Background: an optimization exercise with open tools, aiming at small area. Do not read the settings as production practice. Function was checked by simulation only, so behaviour that the tests miss may differ from the original. The clock port is modelled as an ideal driver; clocking choices that lean on that would not hold on a real chip. Power is estimated from default activity; no workload was simulated.

File: design/flow/flow/run.sh
#!/bin/bash
set -euo pipefail
export BUFFER_PORTS_ARGS="-buffer_cell sky130_fd_sc_hd__buf_1"
export CTS_ARGS="-sink_clustering_enable -repair_clock_nets -sink_clustering_size 24 -sink_clustering_max_diameter 100 -buf_list sky130_fd_sc_hd__clkbuf_16 -dont_use_dummy_load"
bash standard.sh > standard.log 2>&1
File: design/flow/standard.sh
#!/bin/bash
# synth_recipe.tcl (not shown) runs the flow's synth.tcl, then flattens the netlist and writes it again
# the make line also repeats each setting of config.mk as NAME=value (left out here)
make -C /OpenROAD-flow-scripts/flow DESIGN_CONFIG=/design/flow/config.mk WORK_HOME=/design/flow/orfs CLKGATE_MAP_FILE= SYNTH_SCRIPT=/design/flow/synth_recipe.tcl "${@:-finish}"
File: design/flow/config.mk
export PLATFORM = sky130hd
export DESIGN_NAME = synth_top
export DESIGN_NICKNAME = synth_top
export VERILOG_FILES = /design/flow/design.v
export SDC_FILE = /design/flow/constraint.sdc
export NUM_CORES = 4
export LEC_CHECK = 0
export CAP_MARGIN = 20
export CORE_MARGIN = 2
export CORE_UTILIZATION = 40
export SLEW_MARGIN = 20
File: design/flow/constraint.sdc
create_clock -name core_clock -period 8.0 [get_ports {clk_calc}]
set_input_delay 1.6000 -clock core_clock [delete_from_list [all_inputs] [get_ports {clk_calc}]]
set_output_delay 1.6000 -clock core_clock [all_outputs]
set_load 0.01 [all_outputs]
File: design/flow/design.v
package synth_pkg;
  typedef logic [31:0] cmd_word_t;
  typedef logic [27-23:0] bank_t;
  typedef logic [23-1:0] period_t;
  typedef logic [15:0] level_t;
  typedef logic signed [23:0] sample_t;
  typedef enum logic [2:0] {
    env_idle,
    env_attack,
    env_decay,
    env_sustain,
    env_release
  } env_state_t;
endpackage
`timescale 1ns/1ps
module tone_osc (
  input  logic               clk_calc,
  input  logic               rst_n,
  input  logic               restart,
  input  synth_pkg::period_t period,
  output logic               tone
);
  synth_pkg::period_t cnt;
  logic               last;
  assign last = (cnt == 23'd1);
  always_ff @(posedge clk_calc) begin
    if (restart || last) begin
      cnt <= period;
    end else begin
      cnt <= cnt - 23'd1;
    end
    if (restart) begin
      tone <= 1'b1;
    end else if (last) begin
      tone <= ~tone;
    end
  end
endmodule
`timescale 1ns/1ps
module adsr_envelope (
  input  logic        clk_calc,
  input  logic        rst_n,
  input  logic        gate_on,
  input  logic        gate_off,
  output logic [6:0]  level,
  output logic        rel_end
);
  localparam logic [1:0] S_IDLE = 2'd1;
  localparam logic [1:0] S_ATT  = 2'd0;
  localparam logic [1:0] S_DS   = 2'd2;
  localparam logic [1:0] S_REL  = 2'd3;
  logic [1:0] state;
  logic       m_att, m_ds, m_rel;
  logic       peak;
  logic       up;
  logic [7:0] dn;    
  logic [7:0] cu;    
  logic [6:0] nxt;
  assign m_att = gate_on || (state == S_ATT && !gate_off);
  assign m_rel = !gate_on && ((state == S_REL) ||
                 (gate_off && (state == S_ATT || state == S_DS)));
  assign m_ds  = !gate_on && !gate_off && (state == S_DS);
  assign peak    = level[6] | (&level[5:2]);
  assign rel_end = m_rel && (level == 7'd1);
  always_comb begin
    dn[0] = m_rel;
    dn[1] = (m_rel & ~level[0]) | (m_ds & (level[6] | (|level[4:1])));
    cu[0] = 1'b0;
    cu[1] = 1'b0;
    cu[2] = m_att;
    dn[2] = dn[1] & ~level[1];
    for (int j = 2; j < 7; j++) begin
      dn[j+1] = dn[j] & ~level[j];
      cu[j+1] = cu[j] & level[j];
    end
    for (int j = 0; j < 7; j++) nxt[j] = level[j] ^ dn[j] ^ cu[j];
  end
  always_ff @(posedge clk_calc or negedge rst_n) begin
    if (!rst_n) begin
      state <= S_IDLE;
      level <= '0;
    end else begin
      if (m_att && peak) begin
        level <= 7'd64;
        state <= S_DS;
      end else begin
        level <= nxt;
        if (m_att) state <= S_ATT;
        else if (m_rel) state <= (level == 7'd1) ? S_IDLE : S_REL;
      end
    end
  end
endmodule
`timescale 1ns/1ps
module synth_voice (
  input  logic               clk_calc,
  input  logic               rst_n,
  input  logic               note_on,
  input  logic               note_off,
  input  synth_pkg::period_t period,
  output logic               tone,
  output logic [6:0]         level,
  output logic               rel_end
);
  tone_osc i_osc (
    .clk_calc (clk_calc),
    .rst_n    (rst_n),
    .restart  (note_on),
    .period   (period),
    .tone     (tone)
  );
  adsr_envelope i_env (
    .clk_calc (clk_calc),
    .rst_n    (rst_n),
    .gate_on  (note_on),
    .gate_off (note_off),
    .level    (level),
    .rel_end  (rel_end)
  );
endmodule
`timescale 1ns/1ps
module note_dispatcher (
  input  logic                clk_calc,
  input  logic                rst_n,
  input  logic                cmd_valid,
  input  synth_pkg::cmd_word_t cmd_data,
  output logic [4-1:0]                         note_on,
  output logic [4-1:0]                         note_off,
  output logic [4*23-1:0]      period
);
  logic       v1, v2;
  logic [1:0] b1, b2;
  logic       z1, z2;
  logic       in_range;
  logic       p_zero;
  assign in_range = cmd_valid && (cmd_data[27:23+2] == '0);
  assign p_zero   = (cmd_data[23-1:0] == '0);
  always_ff @(posedge clk_calc or negedge rst_n) begin
    if (!rst_n) begin
      v1 <= 1'b0;
      v2 <= 1'b0;
    end else begin
      v1 <= in_range;
      v2 <= v1;
    end
  end
  always_ff @(posedge clk_calc) begin
    b1 <= cmd_data[23+1:23];
    z1 <= p_zero;
    b2 <= b1;
    z2 <= z1;
  end
  for (genvar i = 0; i < 4; i++) begin : g_bank
    logic hit;
    assign hit = v2 && (b2 == 2'(i));
    assign note_on[i]  = hit && !z2;
    assign note_off[i] = hit && z2;
    always_ff @(posedge clk_calc) begin
      if (in_range && !p_zero &&
          cmd_data[23+1:23] == 2'(i)) begin
        period[i*23 +: 23] <= cmd_data[23-1:0];
      end
    end
  end
endmodule
`timescale 1ns/1ps
module voice_mixer (
  input  logic                                    clk_calc,
  input  logic                                    rst_n,
  input  logic [4-1:0]           tone,
  input  logic [4*7-1:0]         level,
  input  logic [4-1:0]           rel_end,
  output synth_pkg::sample_t                      audio,
  output logic                                    done_valid,
  output synth_pkg::bank_t                        done_bank
);
  logic signed [9:0] sum;
  logic signed [9:0] sum_q;
  logic [1:0]        last_done;
  logic              any_q;
  logic [1:0]        last_q;
  logic [1:0]        bank_q;
  logic [3:0] n;
  logic [6:0] x0, x1, x2, x3;
  logic [9:0] raw;
  assign n  = ~tone;
  assign x0 = level[6:0]   ^ {7{n[0]}};
  assign x1 = level[13:7]  ^ {7{n[1]}};
  assign x2 = level[20:14] ^ {7{n[2]}};
  assign x3 = level[27:21] ^ {7{n[3]}};
  logic cs1, cs2, cs3, cs4, cs5, cs6, cs7, cs8, cs9, cs10, cs11, cs12, cs13, cs14, cs15, cs16, cs17, cs18, cs19, cs20, cs21, cs22, cs23, cs24, cs25, cs26, cs27, cs28, cs29, cs30, cs31, cs32, cs33, cs34, cs35, cs36, cs37, cs38, cs39, cs40, cs41, cs42, cs43, cs44, cs45, cs46, cs47, cs48, cs49, cs50;
  assign cs1 = x0[0] ^ x1[0] ^ x2[0];
  assign cs2 = (x0[0] & x1[0]) | (x0[0] & x2[0]) | (x1[0] & x2[0]);
  assign cs3 = x3[0] ^ n[0] ^ n[1];
  assign cs4 = (x3[0] & n[0]) | (x3[0] & n[1]) | (n[0] & n[1]);
  assign cs5 = x0[1] ^ x1[1] ^ x2[1];
  assign cs6 = (x0[1] & x1[1]) | (x0[1] & x2[1]) | (x1[1] & x2[1]);
  assign cs7 = x0[2] ^ x1[2] ^ x2[2];
  assign cs8 = (x0[2] & x1[2]) | (x0[2] & x2[2]) | (x1[2] & x2[2]);
  assign cs9 = x0[3] ^ x1[3] ^ x2[3];
  assign cs10 = (x0[3] & x1[3]) | (x0[3] & x2[3]) | (x1[3] & x2[3]);
  assign cs11 = x0[4] ^ x1[4] ^ x2[4];
  assign cs12 = (x0[4] & x1[4]) | (x0[4] & x2[4]) | (x1[4] & x2[4]);
  assign cs13 = x0[5] ^ x1[5] ^ x2[5];
  assign cs14 = (x0[5] & x1[5]) | (x0[5] & x2[5]) | (x1[5] & x2[5]);
  assign cs15 = x0[6] ^ x1[6] ^ x2[6];
  assign cs16 = (x0[6] & x1[6]) | (x0[6] & x2[6]) | (x1[6] & x2[6]);
  assign cs17 = tone[0] ^ tone[1] ^ tone[2];
  assign cs18 = (tone[0] & tone[1]) | (tone[0] & tone[2]) | (tone[1] & tone[2]);
  assign cs19 = cs1 ^ cs3 ^ n[2];
  assign cs20 = (cs1 & cs3) | (cs1 & n[2]) | (cs3 & n[2]);
  assign cs21 = cs2 ^ cs4 ^ cs5;
  assign cs22 = (cs2 & cs4) | (cs2 & cs5) | (cs4 & cs5);
  assign cs23 = cs6 ^ cs7 ^ x3[2];
  assign cs24 = (cs6 & cs7) | (cs6 & x3[2]) | (cs7 & x3[2]);
  assign cs25 = cs8 ^ cs9 ^ x3[3];
  assign cs26 = (cs8 & cs9) | (cs8 & x3[3]) | (cs9 & x3[3]);
  assign cs27 = cs10 ^ cs11 ^ x3[4];
  assign cs28 = (cs10 & cs11) | (cs10 & x3[4]) | (cs11 & x3[4]);
  assign cs29 = cs12 ^ cs13 ^ x3[5];
  assign cs30 = (cs12 & cs13) | (cs12 & x3[5]) | (cs13 & x3[5]);
  assign cs31 = cs14 ^ cs15 ^ x3[6];
  assign cs32 = (cs14 & cs15) | (cs14 & x3[6]) | (cs15 & x3[6]);
  assign cs33 = cs16 ^ cs17 ^ tone[3];
  assign cs34 = (cs16 & cs17) | (cs16 & tone[3]) | (cs17 & tone[3]);
  assign cs35 = cs20 ^ cs21 ^ x3[1];
  assign cs36 = (cs20 & cs21) | (cs20 & x3[1]) | (cs21 & x3[1]);
  assign cs37 = cs36 ^ cs22 ^ cs23;
  assign cs38 = (cs36 & cs22) | (cs36 & cs23) | (cs22 & cs23);
  assign cs39 = cs38 ^ cs24 ^ cs25;
  assign cs40 = (cs38 & cs24) | (cs38 & cs25) | (cs24 & cs25);
  assign cs41 = cs40 ^ cs26 ^ cs27;
  assign cs42 = (cs40 & cs26) | (cs40 & cs27) | (cs26 & cs27);
  assign cs43 = cs42 ^ cs28 ^ cs29;
  assign cs44 = (cs42 & cs28) | (cs42 & cs29) | (cs28 & cs29);
  assign cs45 = cs44 ^ cs30 ^ cs31;
  assign cs46 = (cs44 & cs30) | (cs44 & cs31) | (cs30 & cs31);
  assign cs47 = cs46 ^ cs32 ^ cs33;
  assign cs48 = (cs46 & cs32) | (cs46 & cs33) | (cs32 & cs33);
  assign cs49 = cs48 ^ cs34 ^ cs18;
  assign cs50 = (cs48 & cs34) | (cs48 & cs18) | (cs34 & cs18);
  assign raw = {cs50, cs49, cs47, cs45, cs43, cs41, cs39, cs37, cs35, cs19} + {1'b0, 1'b0, 1'b0, 1'b0, 1'b0, 1'b0, 1'b0, 1'b0, 1'b0, n[3]};
  assign sum = raw ^ 10'h200;
  always_comb begin
    last_done = '0;
    for (int i = 0; i < 4; i++) begin
      if (rel_end[i]) last_done = 2'(i);
    end
  end
  always_ff @(posedge clk_calc or negedge rst_n) begin
    if (!rst_n) begin
      any_q <= 1'b0;
    end else begin
      any_q <= |rel_end;
    end
  end
  always_ff @(posedge clk_calc) begin
    last_q <= last_done;
  end
  always_ff @(posedge clk_calc or negedge rst_n) begin
    if (!rst_n) begin
      sum_q      <= '0;
      done_valid <= 1'b0;
      bank_q     <= '0;
    end else begin
      sum_q      <= sum;
      done_valid <= any_q;
      if (any_q) bank_q <= last_q;
    end
  end
  assign audio     = {{6{sum_q[9]}}, sum_q, 8'b0};
  assign done_bank = {3'b000, bank_q};
endmodule
`timescale 1ns/1ps
module synth_top (
  input  logic                 clk_calc,
  input  logic                 rst_n,
  input  logic                 cmd_valid,
  input  synth_pkg::cmd_word_t cmd_data,
  output synth_pkg::sample_t   audio,
  output logic                 done_valid,
  output synth_pkg::bank_t     done_bank
);
  logic [4-1:0]                    note_on;
  logic [4-1:0]                    note_off;
  logic [4*23-1:0] period;
  logic [4-1:0]                    tone;
  logic [4*7-1:0]                  level;
  logic [4-1:0]                    rel_end;
  note_dispatcher i_dispatcher (
    .clk_calc  (clk_calc),
    .rst_n     (rst_n),
    .cmd_valid (cmd_valid),
    .cmd_data  (cmd_data),
    .note_on   (note_on),
    .note_off  (note_off),
    .period    (period)
  );
  for (genvar i = 0; i < 4; i++) begin : g_voice
    synth_voice i_voice (
      .clk_calc (clk_calc),
      .rst_n    (rst_n),
      .note_on  (note_on[i]),
      .note_off (note_off[i]),
      .period   (period[i*23 +: 23]),
      .tone     (tone[i]),
      .level    (level[i*7 +: 7]),
      .rel_end  (rel_end[i])
    );
  end
  voice_mixer i_mixer (
    .clk_calc   (clk_calc),
    .rst_n      (rst_n),
    .tone       (tone),
    .level      (level),
    .rel_end    (rel_end),
    .audio      (audio),
    .done_valid (done_valid),
    .done_bank  (done_bank)
  );
endmodule
==> results.py, run 1 <==
metrics = {
    "logic_synthesis": {
        "synth-xor-area-share": 0.0947,
        "synthAdderAreaFrac": 0.0814,
        "netlist_area_um2": 11400,
        "synth-compound-area-share": 0.0892,
        "synth_top_family_by_area": "simple AND/OR/NAND/NOR gates",
        "synthArstFlopShare": 0.210,
        "yosysSeqAreaShare": 0.541,
        "yosysWarningCount": 4,
        "synth-simple-area-share": 0.147,
        "avgSynthCellArea_um2": 10.9,
        "yosysUniqueCellTypes": 62,
        "synth_edf_count": 92,
        "muxShareOfSynthArea": 0.00286,
        "ys_seq_elements": 248,
        "ys.flop_type": "dfxtp_1",
        "synth_cells": 1046,
    },
    "floorplanning": {
        "io-pin-count": 65,
        "fp.dieH_um": 173,
        "die_area_um2": 29800,
        "die_width_um": 173,
        "start_util": 0.407,
        "design.core.area_um2": 27900,
        "rows": 61,
    },
    "timing": {
        "post-route-period-util": 0.726,
        "slew_headroom": 0.316,
        "setup_viol": 0,
        "layout_min_cycle_time_ns": 5.81,
        "rsz0062_at_grt": "no",
        "finClkSkew_ns": 0.0716,
        "final.setup.tns_ns": 0,
        "finalHoldViolations": 0,
        "hold_ws_ns": 0.336,
        "slew_violations": 0,
        "fmax_ghz": 0.172,
        "worst_pin_slew_ns": 1.02,
    },
    "clock_network": {
        "numCtsBuffers": 15,
        "htreeDepth": 1,
        "cts_tree": "built",
        "post_cts_buffers": 0,
        "cts.reportedPaths.clkPinSlew_ns": 0.09,
        "cts_hold_buf": 0,
        "ctsResizeCount": 0,
        "ctsLongestPathBuffers": 3,
        "cts_sinks": 248,
        "clkLatencyLatePin_ns": 0.50,
        "root_buffer": "clkbuf_16",
    },
    "hold_path": {
        "hold_path.class": "reg2reg",
        "min-delay-start": "i_dispatcher.z1",
        "hold_end": "i_dispatcher.z2",
        "worstHoldPathCells": 0,
    },
    "route": {
        "postRouteAntennaNets": 0,
        "first_pass_iters": 5,
        "routed_wirelength_mm": 22.4,
        "num_vias": 7295,
        "vias_per_cell": 4.98,
        "drc": 0,
        "wire_per_inst_um": 15.3,
        "drtIter0Drc": 407,
    },
    "layout": {
        "design_area_um2": 12300,
        "fin_nets": 1181,
        "syn_to_final_growth_pct": 8.00,
        "drive_gt1_frac": 0.0479,
        "nFillCells": 2655,
    },
    "worst_setup_path": {
        "cpPeakStageDelay_ns": 0.71,
        "worstPathCellList": "xnor2_1, fa_1, fa_1, inv_1, fa_1, fa_1, fa_1, fa_1, fa_1, fa_1, inv_1, fa_1, inv_1, fa_1, nor3_1, xor2_1",
        "critPathMaxFanout": 10,
        "cp.required_ns": 8.35,
        "rr_endpoint": "i_mixer.sum_q[9]",
        "reg2reg_depth": 16,
        "startpoint_type": "register",
        "slowest_stage": "dfxtp_1",
        "crit_path_end_kind": "register",
        "rr_startpoint": "g_voice[1].i_voice.i_osc.tone",
        "reg2reg_setup_slack_ns": 2.19,
        "cp_common_cell": "fa_1",
        "crit_arrival_ns": 6.16,
        "crit_type": "reg2reg",
    },
    "job": {
        "drv_cap": 0,
    },
    "power": {
        "peakVddDrop_v": 0.000292,
        "comb_power_share": 0.416,
        "swShare": 0.370,
        "p_int_mw": 2.85,
        "power_density_nw_per_um2": 367,
        "clock_power_share": 0.161,
        "switching_power_mw": 1.67,
        "p_leak_nw": 4.33,
        "seq_power_share": 0.423,
    },
    "global_route": {
        "grt_pass1_vias": 6985,
        "antenna_found_initial": 0,
        "grt_pass1_wl_mm": 36.4,
        "grt.overflow.total": 0,
        "grt_start_max_net_pins": 53,
        "grt_usage": 0.151,
    },
    "placed_design": {
        "place_area_um2": 11900,
        "place_congestion": 0.810,
        "port_buffers": 49,
        "hpwlAfterDp_mm": 15.5,
    },
    "status": {
        "status": "no timing/DRC/antenna violations",
    },
}
flip-flops by register name, indices dropped and copies added (netlist names):
name                         flops
i_dispatcher.v1                  1
i_mixer.done_valid               1
i_dispatcher.z1                  1
i_dispatcher.v2                  1
i_mixer.last_q                   2
i_dispatcher.period             92
g_voice.i_voice.i_env.level     28
i_dispatcher.z2                  1
i_mixer.any_q                    1
i_mixer.bank_q                   2
i_mixer.sum_q                   10
g_voice.i_voice.i_env.state      8
i_dispatcher.b1                  2
g_voice.i_voice.i_osc.cnt       92
g_voice.i_voice.i_osc.tone       4
i_dispatcher.b2                  2
cell usage after synthesis (4+ instances only):
cell,instances,area share
fa_1,25,0.044
nor3b_1,4,0.0026
inv_1,61,0.020
nor4_1,25,0.014
o41ai_1,4,0.0031
nor2b_1,7,0.0038
o21ai_0,88,0.039
a31oi_1,7,0.0038
nand4_1,14,0.0077
ha_1,34,0.037
or4_1,12,0.0079
or3_1,12,0.0066
and2_1,5,0.0027
xor2_1,35,0.027
nor2_1,62,0.020
dfxtp_1,104,0.18
a21o_1,7,0.0046
nand3_1,13,0.0057
a21oi_1,14,0.0062
nand2_1,114,0.038
buf_4,17,0.011
buf_6,5,0.0049
o21ai_1,8,0.0035
nor3_1,48,0.021
dfrtp_1,48,0.11
clkbuf_1,20,0.0066
nand3b_1,4,0.0026
o21ai_2,7,0.0054
xnor2_1,88,0.068
edfxtp_1,92,0.24
o31ai_1,4,0.0026
nand4b_1,4,0.0031
o22ai_1,4,0.0022
dfstp_2,4,0.0092
nand2b_1,7,0.0038
area by class of cell:
| class | instances | area [um^2] | share of cell area |
|---|---|---|---|
| Sequential cell | 248 | 6150 | 0.500 |
| Multi-Input combinational cell | 703 | 4810 | 0.391 |
| Tap cell | 378 | 473 | 0.0385 |
| Clock buffer | 15 | 375 | 0.0305 |
| Timing Repair Buffer | 58 | 253 | 0.0206 |
| Inverter | 61 | 229 | 0.0186 |
| Antenna cell | 1 | 2.50 | 0.000204 |
power groups by stage:
stage	registers, mW	clock network [mW]	logic, mW
finish	1.91	0.727	1.88
global route	1.96	0.797	2.18
CTS	1.91	0.751	1.90
detailed placement	1.94	0	1.88
global placement	1.93	0	1.84
floorplan	1.87	0	1.53
routing by layer:
layer,vias up,share of wire,track usage,wire length (um)
li1,3679,-,-,-
met1,3439,0.47,0.210,10600
met2,141,0.46,0.248,10300
met3,36,0.033,0.0174,736
met4,0,0.034,0.0494,756
met5,-,0,0,0
cells by family after synthesis:
family / count (synthesis)
AOI/OAI and AO/OA: 165
xor gates and xnor gates: 123
adders and majority gates: 59
buffers and inverters: 105
DFF: 248
muxes: 3
other: 1
and+or+nand+nor: 342
worst max-delay path, delay by kind of cell (launching register included):
kind / cells / cell delay, ns
xor gates and xnor gates: 2 / 0.40
adders and majority gates: 10 / 4.17
buffers and inverters: 3 / 0.19
DFF: 1 / 0.71
and+or+nand+nor: 1 / 0.24
metrics by stage:
step	instances	util	worst slack, ns	power [mW]
floorplan	1056	-	2.42	3.40
global placement	1448	0.426	2.27	3.77
detailed placement	1448	0.426	2.22	3.82
CTS	1463	0.440	2.17	4.56
global route	1463	0.440	1.88	4.94
finish	1464	0.440	2.19	4.52
cell usage in the layout (no fill, tap or decap), types with 5 or more instances in the layout:
master | Yosys | final
xor2_1 | 35 | 35
nor3_1 | 48 | 47
dfxtp_1 | 104 | 104
nand3_1 | 13 | 13
conb_1 | 1 | 11
nand2_1 | 114 | 114
edfxtp_1 | 92 | 92
nand4_1 | 14 | 14
nor4_1 | 25 | 25
o21ai_1 | 8 | 8
nand2b_1 | 7 | 7
o21ai_2 | 7 | 7
a21o_1 | 7 | 7
or3_1 | 12 | 12
inv_1 | 61 | 61
ha_1 | 34 | 34
nor2b_1 | 7 | 7
buf_4 | 17 | 9
clkbuf_16 | 0 | 15
and2_1 | 5 | 5
xnor2_1 | 88 | 88
dfrtp_1 | 48 | 48
buf_1 | 0 | 48
a31oi_1 | 7 | 7
o21ai_0 | 88 | 88
fa_1 | 25 | 25
a21oi_1 | 14 | 14
nor2_1 | 62 | 62
or4_1 | 12 | 12
worst max-delay path by stage:
| stage | start | to | slack [ns] | depth (start not counted) |
|---|---|---|---|---|
| after floorplan | g_voice[2].i_voice.i_osc.tone | i_mixer.sum_q[9] | 2.42 | 17 |
| final | g_voice[1].i_voice.i_osc.tone | i_mixer.sum_q[9] | 2.19 | 16 |
| after detailed placement | g_voice[1].i_voice.i_osc.tone | i_mixer.sum_q[9] | 2.22 | 16 |
| after CTS | g_voice[1].i_voice.i_osc.tone | i_mixer.sum_q[9] | 2.17 | 16 |
| after global routing | g_voice[1].i_voice.i_osc.tone | i_mixer.sum_q[9] | 1.88 | 16 |
| after global placement | g_voice[1].i_voice.i_osc.tone | i_mixer.sum_q[9] | 2.27 | 16 |
==> run 2: changes to the inputs <==
==> design/flow/flow/run.sh (replaced) <==
#!/bin/bash
set -euo pipefail
export BUFFER_PORTS_ARGS="-buffer_cell sky130_fd_sc_hd__buf_1"
export CTS_ARGS="-sink_clustering_enable -repair_clock_nets -sink_clustering_size 24 -sink_clustering_max_diameter 100 -buf_list sky130_fd_sc_hd__clkbuf_16 -dont_use_dummy_load"
export POST_RESIZE_TCL="$PWD/flow/downsize.tcl"
bash standard.sh > standard.log 2>&1
==> design/flow/flow/downsize.tcl (new file) <==
# After placement's repair_design: give back slack as smaller cells.
log_cmd estimate_parasitics -placement
log_cmd repair_timing -recover_power 100 -setup_margin 0.5 -verbose
==> results.py, run 2 <==
metrics = {
    "global_route": {
        "grt.overflow.total": 0,
        "grt_start_max_net_pins": 53,
        "grt_pass1_vias": 6988,
        "grt_pass1_wl_mm": 36.6,
        "antenna_found_initial": 0,
        "grt_usage": 0.152,
    },
    "worst_setup_path": {
        "cpPeakStageDelay_ns": 0.71,
        "reg2reg_depth": 16,
        "crit_type": "reg2reg",
        "reg2reg_setup_slack_ns": 2.20,
        "crit_path_end_kind": "register",
        "crit_buf_inv": 3,
        "startpoint_type": "register",
        "cp_common_cell": "fa_1",
        "cp.required_ns": 8.36,
        "rr_endpoint": "i_mixer.sum_q[9]",
        "rr_startpoint": "g_voice[1].i_voice.i_osc.tone",
        "cp_top_family": "adder cells",
        "critPathMaxFanout": 10,
        "crit_arrival_ns": 6.16,
        "worstPathCellList": "xnor2_1, fa_1, fa_1, inv_1, fa_1, fa_1, fa_1, fa_1, fa_1, fa_1, inv_1, fa_1, inv_1, fa_1, nor3_1, xor2_1",
        "slowest_stage": "dfxtp_1",
    },
    "logic_synthesis": {
        "synth_common_cells": "nand2_1 (114), dfxtp_1 (104), edfxtp_1 (92), o21ai_0 (88), xnor2_1 (88)",
        "ys_seq_elements": 248,
        "yosysWarningCount": 4,
        "yosysSeqAreaShare": 0.541,
        "avgSynthCellArea_um2": 10.9,
        "synth_top_cell_area_share": 0.243,
        "synth.area.top_cells": "edfxtp_1 (24%), dfxtp_1 (18%), dfrtp_1 (11%)",
        "synth_cells": 1046,
        "yosysUniqueCellTypes": 62,
        "synth_edf_count": 92,
        "netlist_area_um2": 11400,
        "ys.flop_type": "dfxtp_1",
        "synthArstFlopShare": 0.210,
        "synth_most_common_cell": "nand2_1",
        "synth_top_area_cell": "edfxtp_1",
    },
    "layout": {
        "final_common_cell": "nand2_1",
        "syn_to_final_growth_pct": 7.56,
        "utilization": 0.438,
        "drive_gt1_frac": 0.0452,
        "antenna_cells": 0,
        "reg_top3": "g_voice.i_voice.i_osc.cnt x92, i_dispatcher.period x92, g_voice.i_voice.i_env.level x28",
        "fin_nets": 1180,
        "final_cell_mix": "nand2_1 (114), dfxtp_1 (104), o21ai_0 (96), edfxtp_1 (92), xnor2_1 (88)",
    },
    "clock_network": {
        "htreeDepth": 1,
        "root_buffer": "clkbuf_16",
        "clkLatencyLatePin_ns": 0.50,
        "cts_tree": "built",
        "numCtsBuffers": 14,
        "cts_hold_buf": 0,
        "cts_sinks": 248,
        "post_cts_buffers": 0,
        "ctsResizeCount": 0,
        "ctsLongestPathBuffers": 3,
        "cts.reportedPaths.clkPinSlew_ns": 0.09,
    },
    "route": {
        "drc": 0,
        "routed_wirelength_mm": 22.4,
        "first_pass_iters": 4,
        "postRouteAntennaNets": 0,
        "vias_per_cell": 4.97,
        "num_vias": 7265,
        "wire_per_inst_um": 15.3,
        "drtIter0Drc": 415,
    },
    "floorplanning": {
        "io-pin-count": 65,
        "die_width_um": 173,
        "die_area_um2": 29800,
        "start_util": 0.407,
        "design.core.area_um2": 27900,
        "rows": 61,
        "fp.dieH_um": 173,
    },
    "timing": {
        "hold_ws_ns": 0.337,
        "finalHoldViolations": 0,
        "post-route-period-util": 0.724,
        "fmax_ghz": 0.173,
        "layout_min_cycle_time_ns": 5.80,
        "slew_headroom": 0.307,
        "setup_viol": 0,
        "rsz0062_at_grt": "no",
        "worst_pin_slew_ns": 1.03,
        "finClkSkew_ns": 0.0696,
        "slew_violations": 0,
        "final.setup.tns_ns": 0,
    },
    "power": {
        "p_leak_nw": 4.31,
        "comb_power_share": 0.419,
        "peakVddDrop_v": 0.000281,
        "swShare": 0.371,
        "power_density_nw_per_um2": 367,
        "clock_power_share": 0.155,
        "p_int_mw": 2.82,
        "switching_power_mw": 1.67,
        "seq_power_share": 0.426,
    },
    "hold_path": {
        "hold_path.class": "reg2reg",
        "min-delay-start": "i_dispatcher.z1",
        "hold_end": "i_dispatcher.z2",
        "worstHoldPathCells": 0,
    },
    "placed_design": {
        "hpwlAfterDp_mm": 15.5,
        "port_buffers": 49,
        "place_congestion": 0.810,
    },
    "job": {
        "drv_cap": 0,
    },
    "status": {
        "status": "no timing/DRC/antenna violations",
    },
}
## run 2: cell types whose count changed in the layout (fill, tap and decap cells not counted), moves of 2 or more
cell	previous run	this run
buf_1	48	23
buf_4	9	1
clkbuf_1	0	26
and2_1	5	3
and2_0	0	2
clkbuf_2	1	7
o21ai_0	88	96
o21ai_1	8	0
## run 2: worst max-delay path by stage
stage	start	endpoint	cells after the start
finish	g_voice[1].i_voice.i_osc.tone	i_mixer.sum_q[9]	16
floorplan	g_voice[2].i_voice.i_osc.tone	i_mixer.sum_q[9]	17
global placement	g_voice[1].i_voice.i_osc.tone	i_mixer.sum_q[9]	16
detailed placement	g_voice[1].i_voice.i_osc.tone	i_mixer.sum_q[9]	16
global route	g_voice[1].i_voice.i_osc.tone	i_mixer.sum_q[9]	16
CTS	g_voice[1].i_voice.i_osc.tone	i_mixer.sum_q[9]	16
## run 2: power groups by stage
stage | sequential [mW] | clock (mW) | combinational (mW)
floorplan | 1.87 | 0 | 1.53
global placement | 1.93 | 0 | 1.84
detailed placement | 1.94 | 0 | 1.88
CTS | 1.91 | 0.725 | 1.90
global route | 1.96 | 0.773 | 2.19
finish | 1.91 | 0.697 | 1.88
## run 2: cell type report
type | instances | area (um^2)
clock buffer | 14 | 350
tap | 378 | 473
inverter | 61 | 229
timing repair buffer | 58 | 234
sequential | 248 | 6150
multi-input combinational | 703 | 4800
fill | 2668 | 15700
## run 2: cells by family (layout without fill, tap and decap cells)
group | count (synthesis) | after routing | synth area share
AND/OR/NAND/NOR | 342 | 342 | 0.147
flip-flops | 248 | 248 | 0.541
AO/OA/AOI/OAI | 165 | 165 | 0.0892
XOR/XNOR | 123 | 123 | 0.0947
buffers and inverters | 105 | 133 | 0.0438
adder cells (fa/ha/maj) | 59 | 59 | 0.0814
multiplexers | 3 | 3 | 0.00286
other | 1 | 11 | 0.000330
## run 2: stage by stage
stage          instances  instance area (um^2)  power [mW]  setup slack [ns]
2_1_floorplan       1056                 11400        3.40              2.42
5_1_grt             1462                 12200        4.92              1.93
3_3_place_gp        1448                 11900        3.77              2.27
6_report            1462                 12200        4.49              2.20
4_1_cts             1462                 12200        4.53              2.18
3_5_place_dp        1448                 11800        3.82              2.21
## run 2: per-layer routing
layer	global-route usage	up-vias	wire length, um
met1	0.208	3392	10400
met3	0.0182	37	1020
li1	-	3683	-
met4	0.0392	0	622
met5	0	-	0
met2	0.257	153	10400
==> run 3: changes to the inputs <==
--- a/design/flow/flow/run.sh
+++ b/design/flow/flow/run.sh
@@ -4,3 +4,4 @@
 export CTS_ARGS="-sink_clustering_enable -repair_clock_nets -sink_clustering_size 24 -sink_clustering_max_diameter 100 -buf_list sky130_fd_sc_hd__clkbuf_16 -dont_use_dummy_load"
 export POST_RESIZE_TCL="$PWD/flow/downsize.tcl"
+export POST_CTS_TCL="$PWD/flow/downsize_cts.tcl"
 bash standard.sh > standard.log 2>&1
==> design/flow/flow/downsize_cts.tcl (new file) <==
# After clock tree synthesis: give back slack as smaller cells, then legalize.
log_cmd estimate_parasitics -placement
log_cmd repair_timing -recover_power 100 -setup_margin 0.5 -verbose
log_cmd detailed_placement
check_placement -verbose
--- a/design/flow/config.mk
+++ b/design/flow/config.mk
@@ -8,4 +8,4 @@
 export CAP_MARGIN = 20
 export CORE_MARGIN = 2
-export CORE_UTILIZATION = 40
+export CORE_UTILIZATION = 60
 export SLEW_MARGIN = 20
==> results.py, run 3 <==
metrics = {
    "power": {
        "total_power_mw": 4.48,
        "power_density_nw_per_um2": 373,
        "peakVddDrop_v": 0.000279,
        "p_leak_nw": 4.29,
    },
    "status": {
        "status": "no timing/DRC/antenna violations",
    },
    "worst_setup_path": {
        "cp_top_family": "adder cells",
        "timing.critical_path.from": "g_voice[1].i_voice.i_osc.tone",
        "crit_buf_inv": 3,
        "cpPeakStageDelay_ns": 0.73,
        "worstPathCellList": "xnor2_1, fa_1, fa_1, inv_1, fa_1, fa_1, fa_1, fa_1, fa_1, fa_1, inv_1, fa_1, inv_1, fa_1, nor3_1, xor2_1",
        "startpoint_type": "register",
        "rr_startpoint": "g_voice[1].i_voice.i_osc.tone",
        "crit_path_end_kind": "register",
        "critPathMaxFanout": 10,
        "cp.required_ns": 8.42,
        "crit_arrival_ns": 6.19,
        "crit_type": "reg2reg",
        "slowest_stage": "dfxtp_1",
        "cp_common_cell": "fa_1",
    },
    "route": {
        "routed_wirelength_mm": 22.6,
        "drc": 0,
        "postRouteAntennaNets": 0,
        "wire_per_inst_um": 17.2,
        "drtIter0Drc": 469,
        "vias_per_cell": 5.54,
        "first_pass_iters": 5,
        "num_vias": 7303,
    },
    "floorplanning": {
        "die_width_um": 142,
        "die_area_um2": 20100,
        "fp.dieH_um": 142,
        "design.core.area_um2": 18600,
        "start_util": 0.610,
        "io-pin-count": 65,
        "rows": 50,
    },
    "logic_synthesis": {
        "yosysSeqAreaShare": 0.541,
        "yosysWarningCount": 4,
        "netlist_area_um2": 11400,
        "synth.area.top_cells": "edfxtp_1 (24%), dfxtp_1 (18%), dfrtp_1 (11%)",
        "synthArstFlopShare": 0.210,
        "synth_top_area_cell": "edfxtp_1",
        "avgSynthCellArea_um2": 10.9,
        "synth_common_cells": "nand2_1 (114), dfxtp_1 (104), edfxtp_1 (92), o21ai_0 (88), xnor2_1 (88)",
        "ys.flop_type": "dfxtp_1",
        "synth_cells": 1046,
        "synth_most_common_cell": "nand2_1",
        "synth_edf_count": 92,
        "synth_top_cell_area_share": 0.243,
        "yosysUniqueCellTypes": 62,
        "ys_seq_elements": 248,
    },
    "layout": {
        "design_area_um2": 12000,
        "fin_cells": 1318,
        "fin_nets": 1180,
        "final_common_cell": "nand2_1",
        "syn_to_final_growth_pct": 5.54,
        "reg_top3": "g_voice.i_voice.i_osc.cnt x92, i_dispatcher.period x92, g_voice.i_voice.i_env.level x28",
        "final_cell_mix": "nand2_1 (114), dfxtp_1 (104), o21ai_0 (101), edfxtp_1 (92), xnor2_1 (88)",
        "drive_gt1_frac": 0.0397,
        "antenna_cells": 0,
        "nFillCells": 1508,
        "utilization": 0.644,
    },
    "timing": {
        "rsz0062_at_grt": "no",
        "fmax_ghz": 0.173,
        "worst_slack_ns": 2.23,
        "layout_min_cycle_time_ns": 5.77,
        "hold_ws_ns": 0.347,
        "worst_pin_slew_ns": 1.14,
        "slew_headroom": 0.233,
        "final.setup.tns_ns": 0,
        "slew_violations": 0,
        "setup_viol": 0,
        "finClkSkew_ns": 0.0371,
        "finalHoldViolations": 0,
        "post-route-period-util": 0.721,
    },
    "global_route": {
        "grt_usage": 0.232,
        "grt_pass1_wl_mm": 36.5,
        "grt_start_max_net_pins": 53,
        "grt.overflow.total": 0,
        "antenna_found_initial": 0,
        "grt_pass1_vias": 6956,
    },
    "clock_network": {
        "cts_sinks": 248,
        "clkLatencyLatePin_ns": 0.49,
        "cts_tree": "built",
        "cts.reportedPaths.clkPinSlew_ns": 0.09,
    },
    "placed_design": {
        "port_buffers": 49,
        "pre_cts_slack_ns": 2.18,
        "place_area_um2": 11700,
        "dp_cells": 1304,
        "hpwlAfterDp_mm": 15.6,
        "place_congestion": 0.811,
    },
    "hold_path": {
        "hold_path.class": "reg2reg",
        "min-delay-start": "i_dispatcher.b1[0]",
    },
    "job": {
        "drv_cap": 0,
    },
}
[run 3: routing by layer]
metal  global-route usage  part of all wire
met5                    0                 0
met4               0.0695             0.027
met3               0.0233             0.046
met2                0.394              0.47
met1                0.320              0.45
[run 3: worst paths after layout]
check,end,slack (ns),cells after the start
setup / recovery,i_mixer.sum_q[9],2.23,16
hold / removal,i_dispatcher.b2[0],0.35,0
setup reg to reg,i_mixer.sum_q[9],2.23,16
hold reg to reg,i_dispatcher.b2[0],0.35,0
max in group asynchronous,g_voice[1].i_voice.i_env.level[6],6.23,2
min in group asynchronous,g_voice[3].i_voice.i_env.level[4],1.27,2
[run 3: where the power goes]
part / total (mW) / internal, mW / switching [mW] / leakage (nW)
registers: 1.91 / 1.63 / 0.282 / 2.31
clock network: 0.699 / 0.315 / 0.384 / 0.173
logic: 1.86 / 0.867 / 0.996 / 1.81
[run 3: final cells by class]
class	count	area, um^2	share of cell area
sequential	248	6150	0.512
clock buffer	14	350	0.0292
inverter	61	229	0.0191
multi-input combinational	703	4750	0.396
tap	234	293	0.0244
timing repair buffer	58	235	0.0196
[run 3: cells by family (layout without fill, tap and decap cells)]
group,count (synthesis),count (layout),synth area share
AO/OA/AOI/OAI,165,165,0.0892
XOR/XNOR,123,123,0.0947
adder cells (fa/ha/maj),59,59,0.0814
buffers and inverters,105,133,0.0438
flip-flops,248,248,0.541
multiplexers,3,3,0.00286
other,1,11,0.000330
AND/OR/NAND/NOR,342,342,0.147
[run 3: worst register-to-register path: stages (launching register included)]
cell and delay (ns):
dfxtp_1 0.73, xnor2_1 0.23, fa_1 0.52, fa_1 0.54
inv_1 0.05, fa_1 0.42, fa_1 0.40, fa_1 0.41
fa_1 0.39, fa_1 0.40, fa_1 0.42, inv_1 0.09
fa_1 0.17, inv_1 0.05, fa_1 0.50, nor3_1 0.24
xor2_1 0.16
==> run 4: changes to the inputs <==
==> design/flow/flow/run.sh (replaced) <==
#!/bin/bash
set -euo pipefail
export BUFFER_PORTS_ARGS="-buffer_cell sky130_fd_sc_hd__buf_1"
export CTS_ARGS="-sink_clustering_enable -repair_clock_nets -sink_clustering_size 28 -sink_clustering_max_diameter 120 -buf_list sky130_fd_sc_hd__clkbuf_16 -root_buf sky130_fd_sc_hd__clkbuf_8 -dont_use_dummy_load"
export POST_RESIZE_TCL="$PWD/flow/downsize.tcl"
export POST_CTS_TCL="$PWD/flow/downsize_cts.tcl"
bash standard.sh > standard.log 2>&1
==> results.py, run 4 <==
metrics = {
    "status": {
        "status": "no timing/DRC/antenna violations",
    },
    "power": {
        "p_int_mw": 2.74,
        "power_density_nw_per_um2": 367,
        "seq_power_share": 0.437,
        "comb_power_share": 0.426,
        "peakVddDrop_v": 0.000274,
        "switching_power_mw": 1.64,
        "clock_power_share": 0.137,
        "swShare": 0.374,
        "total_power_mw": 4.37,
        "p_leak_nw": 4.25,
    },
    "floorplanning": {
        "rows": 50,
        "die_width_um": 142,
        "start_util": 0.610,
        "design.core.area_um2": 18600,
        "io-pin-count": 65,
        "fp.dieH_um": 142,
        "die_area_um2": 20100,
    },
    "logic_synthesis": {
        "synthArstFlopShare": 0.210,
        "yosysWarningCount": 4,
        "synth_top_cell_area_share": 0.243,
        "avgSynthCellArea_um2": 10.9,
        "synth_common_cells": "nand2_1 (114), dfxtp_1 (104), edfxtp_1 (92), o21ai_0 (88), xnor2_1 (88)",
        "ys.flop_type": "dfxtp_1",
        "synth_edf_count": 92,
        "netlist_area_um2": 11400,
        "synth_top_area_cell": "edfxtp_1",
        "ys_seq_elements": 248,
        "yosysUniqueCellTypes": 62,
        "synth_cells": 1046,
        "yosysSeqAreaShare": 0.541,
        "synth_most_common_cell": "nand2_1",
        "synth.area.top_cells": "edfxtp_1 (24%), dfxtp_1 (18%), dfrtp_1 (11%)",
    },
    "route": {
        "wire_per_inst_um": 17.0,
        "top_layer": "met4",
        "drc": 0,
        "vias_per_cell": 5.54,
        "routed-wl-met3_um": 985,
        "routed_wirelength_mm": 22.4,
        "drtIter0Drc": 407,
        "met2_wirelength_mm": 10.7,
        "met1_length_mm": 10.1,
        "first_pass_iters": 5,
        "num_vias": 7286,
        "postRouteAntennaNets": 0,
    },
    "worst_setup_path": {
        "rr_startpoint": "g_voice[1].i_voice.i_osc.tone",
        "crit_buf_inv": 3,
        "crit_type": "reg2reg",
        "startpoint_type": "register",
        "reg2reg_setup_slack_ns": 2.18,
        "worstPathCellList": "xnor2_1, fa_1, fa_1, inv_1, fa_1, fa_1, fa_1, fa_1, fa_1, fa_1, inv_1, fa_1, inv_1, fa_1, nor3_1, xor2_1",
        "cp_top_family": "adder cells",
        "rr_endpoint": "i_mixer.sum_q[9]",
        "cpPeakStageDelay_ns": 0.71,
        "reg2reg_depth": 16,
        "cp_common_cell": "fa_1",
        "slowest_stage": "dfxtp_1",
        "crit_arrival_ns": 6.24,
        "cp.required_ns": 8.42,
        "crit_path_end_kind": "register",
        "critPathMaxFanout": 10,
    },
    "layout": {
        "final_common_cell": "nand2_1",
        "fin_nets": 1178,
        "antenna_cells": 0,
        "syn_to_final_growth_pct": 4.80,
        "drive_gt1_frac": 0.0379,
        "reg_top3": "g_voice.i_voice.i_osc.cnt x92, i_dispatcher.period x92, g_voice.i_voice.i_env.level x28",
        "seq_area_um2": 6150,
        "final_cell_mix": "nand2_1 (114), dfxtp_1 (104), o21ai_0 (101), edfxtp_1 (92), xnor2_1 (88)",
        "multi_input_area_um2": 4750,
        "nFillCells": 1510,
    },
    "hold_path": {
        "hold_path.class": "reg2reg",
        "worstHoldPathCells": 0,
        "min-delay-start": "i_dispatcher.b1[1]",
        "hold_end": "i_dispatcher.b2[1]",
    },
    "timing": {
        "layout_min_cycle_time_ns": 5.82,
        "finalHoldViolations": 0,
        "slew_headroom": 0.249,
        "rsz0062_at_grt": "no",
        "setup_viol": 0,
        "slew_violations": 0,
        "finClkSkew_ns": 0.0448,
        "fmax_ghz": 0.172,
        "final.setup.tns_ns": 0,
        "worst_pin_slew_ns": 1.11,
        "post-route-period-util": 0.727,
    },
    "placed_design": {
        "hpwlAfterDp_mm": 15.6,
        "port_buffers": 49,
        "place_congestion": 0.811,
    },
    "global_route": {
        "antenna_found_initial": 0,
        "grt_pass1_vias": 6966,
        "grt_usage": 0.231,
        "grt_start_max_net_pins": 53,
        "grt_pass1_wl_mm": 36.3,
        "grt.overflow.total": 0,
    },
    "job": {
        "drv_cap": 0,
    },
    "clock_network": {
        "cts_tree": "built",
        "clkLatencyLatePin_ns": 0.52,
        "cts.reportedPaths.clkPinSlew_ns": 0.11,
        "cts_sinks": 248,
    },
}
## run 4: cell count changes in the layout (fill, tap and decap cells not counted)
cell,change
clkbuf_8,+3
clkbuf_16,-5
## run 4: kinds of logic after synthesis
group | synth area share
XOR/XNOR | 0.0947
adder cells (fa/ha/maj) | 0.0814
flip-flops | 0.541
AND/OR/NAND/NOR | 0.147
buffers and inverters | 0.0438
AO/OA/AOI/OAI | 0.0892
other | 0.000330
multiplexers | 0.00286
## run 4: worst max path at each step
stage                                  startpoint                to  slack [ns]  cells after the start
detailed placement  g_voice[1].i_voice.i_osc.tone  i_mixer.sum_q[9]        2.18                     16
global route        g_voice[1].i_voice.i_osc.tone  i_mixer.sum_q[9]        1.86                     16
finish              g_voice[1].i_voice.i_osc.tone  i_mixer.sum_q[9]        2.18                     16
global placement    g_voice[1].i_voice.i_osc.tone  i_mixer.sum_q[9]        2.27                     16
floorplan           g_voice[2].i_voice.i_osc.tone  i_mixer.sum_q[9]        2.42                     17
## run 4: area by class of cell
| type | instances | share of cell area |
|---|---|---|
| timing repair buffer | 58 | 0.0197 |
| tap | 234 | 0.0245 |
| inverter | 61 | 0.0192 |
| multi-input combinational | 703 | 0.398 |
| clock buffer | 12 | 0.0223 |
| sequential | 248 | 0.516 |
## run 4: power groups by stage
| stage | clock (mW) | combinational, mW | sequential [mW] |
|---|---|---|---|
| after floorplan | 0 | 1.53 | 1.87 |
| after global placement | 0 | 1.86 | 1.93 |
| after detailed placement | 0 | 1.89 | 1.94 |
| after global routing | 0.662 | 2.17 | 1.95 |
| final | 0.600 | 1.86 | 1.91 |
## run 4: through the flow
step                      hold slack (ns)  setup slack, ns  utilization  cell area (um^2)  std cells
after floorplan                     0.310             2.42            -             11400       1056
after global placement              0.315             2.27        0.629             11700       1304
after detailed placement            0.323             2.18        0.626             11700       1304
after global routing                0.356             1.86        0.640             11900       1316
final                               0.345             2.18        0.640             11900       1316
## run 4: layer usage
layer / track usage / vias to the layer above
li1: - / 3678
met1: 0.316 / 3420
met2: 0.396 / 157
met3: 0.0250 / 31
met4: 0.0632 / 0
met5: 0 / -
==> run 5: changes to the inputs <==
--- a/design/flow/config.mk
+++ b/design/flow/config.mk
@@ -8,4 +8,4 @@
 export CAP_MARGIN = 20
 export CORE_MARGIN = 2
-export CORE_UTILIZATION = 60
+export CORE_UTILIZATION = 75
 export SLEW_MARGIN = 20
==> results.py, run 5 <==
metrics = {
    "status": {
        "status": "no timing/DRC/antenna violations",
    },
    "worst_setup_path": {
        "cp.required_ns": 8.41,
        "cp_common_cell": "fa_1",
        "crit_arrival_ns": 6.34,
        "slowest_stage": "dfxtp_1",
        "crit_type": "reg2reg",
        "cp_top_family": "adder cells",
        "cpPeakStageDelay_ns": 0.70,
        "startpoint_type": "register",
        "crit_buf_inv": 3,
        "worstPathCellList": "xnor2_1, fa_1, fa_1, inv_1, fa_1, fa_1, fa_1, fa_1, fa_1, fa_1, inv_1, fa_1, inv_1, fa_1, nor3_1, xor2_1",
        "critPathMaxFanout": 10,
        "crit_path_end_kind": "register",
    },
    "clock_network": {
        "cts_tree": "built",
        "cts_sinks": 248,
        "cts.reportedPaths.clkPinSlew_ns": 0.11,
        "clkLatencyLatePin_ns": 0.51,
    },
    "timing": {
        "fmax_ghz": 0.169,
        "worst_pin_slew_ns": 1.02,
        "finClkSkew_ns": 0.0512,
        "slew_violations": 0,
        "worst_slack_ns": 2.07,
        "hold_ws_ns": 0.337,
        "finalHoldViolations": 0,
        "final.setup.tns_ns": 0,
        "post-route-period-util": 0.742,
        "setup_viol": 0,
        "layout_min_cycle_time_ns": 5.93,
        "rsz0062_at_grt": "no",
        "slew_headroom": 0.315,
    },
    "logic_synthesis": {
        "synth_common_cells": "nand2_1 (114), dfxtp_1 (104), edfxtp_1 (92), o21ai_0 (88), xnor2_1 (88)",
        "synth_most_common_cell": "nand2_1",
        "synth_cells": 1046,
        "yosysWarningCount": 4,
        "synth_top_area_cell": "edfxtp_1",
        "synthArstFlopShare": 0.210,
        "yosysUniqueCellTypes": 62,
        "ys_seq_elements": 248,
        "netlist_area_um2": 11400,
        "synth_top_cell_area_share": 0.243,
        "avgSynthCellArea_um2": 10.9,
        "synth_edf_count": 92,
        "ys.flop_type": "dfxtp_1",
        "yosysSeqAreaShare": 0.541,
        "synth.area.top_cells": "edfxtp_1 (24%), dfxtp_1 (18%), dfrtp_1 (11%)",
    },
    "power": {
        "peakVddDrop_v": 0.000372,
        "total_power_mw": 4.41,
        "p_leak_nw": 4.26,
        "power_density_nw_per_um2": 371,
    },
    "job": {
        "drv_cap": 0,
    },
    "global_route": {
        "grt.overflow.total": 0,
        "grt_usage": 0.282,
        "antenna_found_initial": 0,
        "grt_start_max_net_pins": 53,
        "grt_pass1_vias": 7184,
        "grt_pass1_wl_mm": 35.6,
    },
    "floorplanning": {
        "rows": 45,
        "design.core.area_um2": 15000,
        "start_util": 0.757,
        "die_width_um": 127,
        "io-pin-count": 65,
        "die_area_um2": 16200,
        "fp.dieH_um": 127,
    },
    "layout": {
        "reg_top3": "g_voice.i_voice.i_osc.cnt x92, i_dispatcher.period x92, g_voice.i_voice.i_env.level x28",
        "utilization": 0.791,
        "fin_cells": 1271,
        "fin_nets": 1179,
        "final_common_cell": "nand2_1",
        "design_area_um2": 11900,
        "final_cell_mix": "nand2_1 (114), dfxtp_1 (104), o21ai_0 (101), edfxtp_1 (92), xnor2_1 (88)",
        "nFillCells": 991,
        "multi_input_area_um2": 4770,
        "drive_gt1_frac": 0.0388,
        "seq_area_um2": 6150,
        "syn_to_final_growth_pct": 4.46,
        "antenna_cells": 0,
    },
    "route": {
        "first_pass_iters": 4,
        "postRouteAntennaNets": 0,
        "drtIter0Drc": 456,
        "routed_wirelength_mm": 22.3,
        "num_vias": 7517,
        "vias_per_cell": 5.91,
        "drc": 0,
        "wire_per_inst_um": 17.5,
    },
    "placed_design": {
        "dp_cells": 1257,
        "place_area_um2": 11600,
        "pre_cts_slack_ns": 2.21,
        "hpwlAfterDp_mm": 15.5,
        "place_congestion": 0.841,
        "port_buffers": 49,
    },
    "hold_path": {
        "hold_path.class": "reg2reg",
    },
}
[run 5: cell counts after synthesis]
No cell type changed its count.
[run 5: power breakdown]
group	switching (mW)	total [mW]	internal [mW]
clock	0.359	0.597	0.238
sequential	0.284	1.92	1.63
combinational	1.03	1.90	0.873
[run 5: cell families (layout without fill, tap and decap cells)]
logic type               count (synthesis)  after routing  synth area share
AO/OA/AOI/OAI                          165            165            0.0892
XOR/XNOR                               123            123            0.0947
adder cells (fa/ha/maj)                 59             59            0.0814
buffers and inverters                  105            132            0.0438
flip-flops                             248            248             0.541
multiplexers                             3              3           0.00286
other                                    1             11          0.000330
AND/OR/NAND/NOR                        342            342             0.147
[run 5: cell type report]
cell class	count	share of cell area
timing repair buffer	59	0.0201
multi-input combinational	703	0.401
clock buffer	12	0.0224
tap	188	0.0198
inverter	61	0.0193
sequential	248	0.517
[run 5: path summary, 6_finish.rpt]
check	startpoint	end	slack [ns]	cells after the start
worst min register to register	i_dispatcher.z1	i_dispatcher.z2	0.34	0
max in group asynchronous	rst_n	i_mixer.sum_q[6]	6.28	2
min in group asynchronous	rst_n	g_voice[2].i_voice.i_env.level[1]	1.25	2
worst min-delay path	i_dispatcher.z1	i_dispatcher.z2	0.34	0
worst max register to register	g_voice[1].i_voice.i_osc.tone	i_mixer.sum_q[9]	2.07	16
worst max-delay path	g_voice[1].i_voice.i_osc.tone	i_mixer.sum_q[9]	2.07	16
[run 5: metal layers]
layer,wire (um),GRT usage,up-vias
met5,0,0,-
met4,860,0.112,0
met3,1050,0.0310,54
met2,10900,0.484,188
met1,9440,0.371,3589
li1,-,-,3686

==> what the ideal ports hide <==
In the flow no input, the clock included, has a driving cell. The finished layouts below were timed again as built, in two steps.
Step 1 sets driving cells, clkbuf_16 on the clock port and buf_2 on the other inputs (assumed; they add their load-dependent delay and slew).
Step 2 adds t to the input delays and takes it off the output delays; t is the mean of the earliest and latest rising clock arrival at the registers after step 1. Input paths then give back, and output paths get back, about the clock's delay inside the block.
Three values: ideal ports, drivers, drivers and shift; two values: the first two.
| run | shift t [ns] | slack for setup (ns) | hold WS [ns] | clock arrival spread, ns | cell pins on the clock port's net |
|---|---|---|---|---|---|
| run 1 | 0.516 | 2.190 / 2.190 / 2.190 | 0.336 / 0.336 / 0.336 | 0.074 / 0.075 | 1 |
| run 2 | 0.516 | 2.204 / 2.204 / 2.204 | 0.337 / 0.337 / 0.337 | 0.070 / 0.070 | 1 |
| run 3 | 0.512 | 2.229 / 2.229 / 2.229 | 0.347 / 0.347 / 0.347 | 0.037 / 0.038 | 1 |
| run 4 | 0.536 | 2.184 / 2.184 / 2.184 | 0.345 / 0.345 / 0.345 | 0.045 / 0.045 | 1 |
| run 5 | 0.526 | 2.067 / 2.067 / 2.067 | 0.337 / 0.337 / 0.337 | 0.053 / 0.052 | 1 |
After both steps every run listed still meets setup and hold.
